Context: an optimization exercise on an open-source flow, tuned for small area, a short achievable clock period and few clock cycles per item. The choices shown serve that exercise and are no tape-out recipe. At most, simulation tests tie the RTL to the original design; equivalence was not proved. Power figures rest on the tool's default switching activity, not on a simulated workload.

==> inputs of run a <==
## multitap_dtmf_tone_generator
module multitap_dtmf_tone_generator (
	input  logic        clk,
	input  logic        arst_n,
	input  logic        s_tvalid,
	output logic        s_tready,
	input  logic [7:0]  s_tdata,    
	input  logic        s_tuser,    
	output logic        m_tvalid,
	input  logic        m_tready,
	output logic [23:0] m_tdata,    
	output logic        m_tlast,    
	input  logic        cfg_valid,
	output logic        cfg_ready,
	input  logic [2:0]  cfg_index,
	input  logic [63:0] cfg_data
);
clock: 9.0 ns
lec_check: 0
abc_area: 1
cap_margin: 20
core_margin: 2
core_utilization: 50
setup_slack_margin: 4.5
slew_margin: 20
tns_end_percent: 5
run.sh (not shown) runs the stock make flow with config.mk's settings and CLKGATE_MAP_FILE= SYNTH_SCRIPT=/design/flow/synth_recipe.tcl, a recipe that flattens the netlist after the stock synthesis.
==> run b: changes against run a <==
--- a/flow/design.v
+++ b/flow/design.v
@@ -91,16 +91,17 @@
 	input  logic [7:0]  char_code,
 	input  logic [47:0] low_steps,
 	input  logic [63:0] high_steps,
 	input  logic [15:0] tone_last,     
 	input  logic [15:0] short_last,    
 	input  logic        short_zero,    
 	input  logic [15:0] letter_last,   
 	input  logic        letter_zero,   
+	output logic        res_tone,      
 	output logic [14:0] res_lo_val,    
 	output logic        res_lo_neg,
 	output logic [14:0] res_hi_val,
 	output logic        res_hi_neg,
 	output logic        res_active,
 	output logic        res_done,
 	output logic        res_rejected
 );
@@ -117,17 +118,16 @@
 	logic [3:0]  map_key;
 	logic [2:0]  map_presses;
 	logic [1:0]  lo_sel, hi_sel;
 	logic [15:0] lo_step, hi_step;
 	logic [15:0] count_inc;
 	logic [15:0] seg_last;
 	logic        seg_end;
 	logic [2:0]  presses_dec;
-	logic        tone_sample;
 	logic [6:0]  lo_idx, hi_idx;
 	always_comb begin
 		map_key     = 4'd0;
 		map_presses = 3'd0;
 		if (char_code >= "1" && char_code <= "9") begin
 			map_key     = 4'(char_code - "1");
 			map_presses = 3'd1;
 		end else if (char_code == "0") begin
@@ -203,21 +203,21 @@
 	always_comb begin
 		case (kind_q)
 			KIND_SHORT:  seg_last = short_last;
 			KIND_LETTER: seg_last = letter_last;
 			default:     seg_last = tone_last;
 		endcase
 	end
 	assign seg_end = (count_q >= seg_last);
-	assign tone_sample = action && (kind_q == KIND_TONE);
-	assign lo_idx      = tone_sample ? mtdtmf_pkg::sine_idx(low_phase_q[14:8]) : 7'd0;
-	assign hi_idx      = tone_sample ? mtdtmf_pkg::sine_idx(high_phase_q[14:8]) : 7'd0;
-	assign res_lo_neg  = tone_sample && low_phase_q[15];
-	assign res_hi_neg  = tone_sample && high_phase_q[15];
+	assign res_tone    = action && (kind_q == KIND_TONE);
+	assign lo_idx      = mtdtmf_pkg::sine_idx(low_phase_q[14:8]);
+	assign hi_idx      = mtdtmf_pkg::sine_idx(high_phase_q[14:8]);
+	assign res_lo_neg  = low_phase_q[15];
+	assign res_hi_neg  = high_phase_q[15];
 	assign res_lo_val  = mtdtmf_pkg::sine_q(lo_idx) ^ {15{res_lo_neg}};
 	assign res_hi_val  = mtdtmf_pkg::sine_q(hi_idx) ^ {15{res_hi_neg}};
 	always_comb begin
 		kind_d       = kind_q;
 		key_d        = key_q;
 		presses_d    = presses_q;
 		count_d      = count_q;
 		low_phase_d  = low_phase_q;
@@ -800,28 +800,31 @@
 	logic [15:0] tone_last_q;
 	logic [15:0] short_last_q;
 	logic        short_zero_q;
 	logic [15:0] letter_last_q;
 	logic        letter_zero_q;
 	logic [15:0] len_last;
 	logic        len_zero;
 	logic        skid_v;
+	logic        in_ready;
 	logic [8:0]  skid_d;
 	logic        v1;
 	logic [8:0]  d1;
 	logic        adv, fire;
+	logic        seq_tone;
 	logic [14:0] seq_lo_val, seq_hi_val;
 	logic        seq_lo_neg, seq_hi_neg;
 	logic        seq_act, seq_done, seq_rej;
 	logic        v2;
+	logic        tone2;
 	logic [14:0] lo_val2, hi_val2;
 	logic        lo_neg2, hi_neg2;
 	logic        act2, done2, rej2;
-	logic [16:0] sum_d;
+	logic [16:0] sum_raw, sum_d;
 	logic        v3;
 	logic [16:0] sum3;
 	logic        act3, done3, rej3;
 	logic [15:0] ha_d, hb_d;
 	logic        hc_d;
 	logic        v4;
 	logic [4:0]  sh4;
 	logic [15:0] ha4, hb4;
@@ -860,26 +863,29 @@
 				end
 				default: begin
 				end
 			endcase
 		end
 	end
 	assign adv      = !vo || m_tready;
 	assign fire     = v1 && adv;
-	assign s_tready = !skid_v;
+	assign s_tready = in_ready;
 	always_ff @(posedge clk or negedge arst_n) begin
 		if (!arst_n) begin
-			skid_v <= 1'b0;
-			v1     <= 1'b0;
+			skid_v   <= 1'b0;
+			in_ready <= 1'b1;
+			v1       <= 1'b0;
 		end else if (adv) begin
-			skid_v <= 1'b0;
-			v1     <= skid_v || s_tvalid;
+			skid_v   <= 1'b0;
+			in_ready <= 1'b1;
+			v1       <= skid_v || s_tvalid;
 		end else if (s_tvalid && !skid_v) begin
-			skid_v <= 1'b1;
+			skid_v   <= 1'b1;
+			in_ready <= 1'b0;
 		end
 	end
 	always_ff @(posedge clk) begin
 		if (!skid_v) begin
 			skid_d <= {s_tuser, s_tdata};
 		end
 		if (adv) begin
 			d1 <= skid_v ? skid_d : {s_tuser, s_tdata};
@@ -893,16 +899,17 @@
 		.char_code    (d1[7:0]),
 		.low_steps    (low_steps_q),
 		.high_steps   (high_steps_q),
 		.tone_last    (tone_last_q),
 		.short_last   (short_last_q),
 		.short_zero   (short_zero_q),
 		.letter_last  (letter_last_q),
 		.letter_zero  (letter_zero_q),
+		.res_tone     (seq_tone),
 		.res_lo_val   (seq_lo_val),
 		.res_lo_neg   (seq_lo_neg),
 		.res_hi_val   (seq_hi_val),
 		.res_hi_neg   (seq_hi_neg),
 		.res_active   (seq_act),
 		.res_done     (seq_done),
 		.res_rejected (seq_rej)
 	);
@@ -916,27 +923,29 @@
 			v2 <= v1;
 			v3 <= v2;
 			v4 <= v3;
 			vo <= v4;
 		end
 	end
 	always_ff @(posedge clk) begin
 		if (adv) begin
+			tone2   <= seq_tone;
 			lo_val2 <= seq_lo_val;
 			lo_neg2 <= seq_lo_neg;
 			hi_val2 <= seq_hi_val;
 			hi_neg2 <= seq_hi_neg;
 			act2    <= seq_act;
 			done2   <= seq_done;
 			rej2    <= seq_rej;
 		end
 	end
-	assign sum_d = {{2{lo_neg2}}, lo_val2} + {{2{hi_neg2}}, hi_val2}
+	assign sum_raw = {{2{lo_neg2}}, lo_val2} + {{2{hi_neg2}}, hi_val2}
 		+ {15'd0, lo_neg2 & hi_neg2, lo_neg2 ^ hi_neg2};
+	assign sum_d   = tone2 ? sum_raw : 17'd0;
 	always_ff @(posedge clk) begin
 		if (adv) begin
 			sum3  <= sum_d;
 			act3  <= act2;
 			done3 <= done2;
 			rej3  <= rej2;
 		end
 	end
CORE_UTILIZATION = 70   (was 50)
SETUP_SLACK_MARGIN = 4.8   (was 4.5)
==> comparison <==
Against run a, the hold slack of run b is higher by 0.0030 ns. Clock skew: run b is lower than run a (0.0068 ns). Between run a and run b, the lower final area is in run b (gap about 0.9%, measured against run b). Between run a and run b, the lower synthesized area is in run a (gap 0.57%, measured against run b). In run a the core utilization is lower than in run b, by 21 points. Run a went through all stages and came out clean. Run b finished with timing, DRC and antenna clean. Between run a and run b, the lower count of clock-buffer cells in the layout is in run b (gap 18).
==> figures <==
| item | run a | run b |
|---|---|---|
| Status | no timing/DRC/antenna violations | no timing/DRC/antenna violations |
| Switching part of the total power | 43.94% | 48.88% |
| XOR/XNOR Fraction of Synth Area | 2.822% | 2.553% |
| Worst slack at placement | 3.797 ns | 4.174 ns |
| Share of the synthesized area in the top cell type | 18.51% | 18.51% |
| Area of the multi-input gates | 16460 um2 | 16620 um2 |
| Flop+latch power | 3.04 mW | 3.09 mW |
| Source of the worst hold timing path | sum3[12] | act4 |
| Placed cell count | 4299 | 4089 |
| Fin nets | 4069 | 4084 |
| Fill cell instance count of the final layout | 5207 | 2599 |
| Number of cell rows | 87 | 74 |
| Maximum fanout count along the critical path | 8 | 10 |
| Met1 demand-to-capacity share in global routing | 36.90% | 49.27% |
Testbench counts of run b, summed over its fixed seeds: cycles 76,989, items 76,773.
The RTL of run a was laid out without a check of its function.

-- re-timing with driven ports --
In the flow no input, the clock included, has a driving cell. The finished layouts below were timed again as built, in two steps.
Step 1, drivers: a clkbuf_16 drives clk and a buf_2 each remaining input, both assumed.
Step 2 also shifts input and output timing later by t, the mid clock arrival at the registers, as if the neighbouring blocks saw the same clock.
a / b / c = ideal ports / drivers / drivers and shift; a / b = the first two.
run | shift t [ns] | setup slack, ns | worst register clock-pin slew, ns
run a | 0.641 | 4.430 / 4.430 / 4.340 | 0.06 / 0.06
run b | 0.639 | 4.392 / 4.392 / 4.242 | 0.07 / 0.07
After both steps setup and hold are still met in every run listed. The setup slack of run b, which loses most, moves by 0.000 ns with the drivers and by -0.150 ns with both steps.
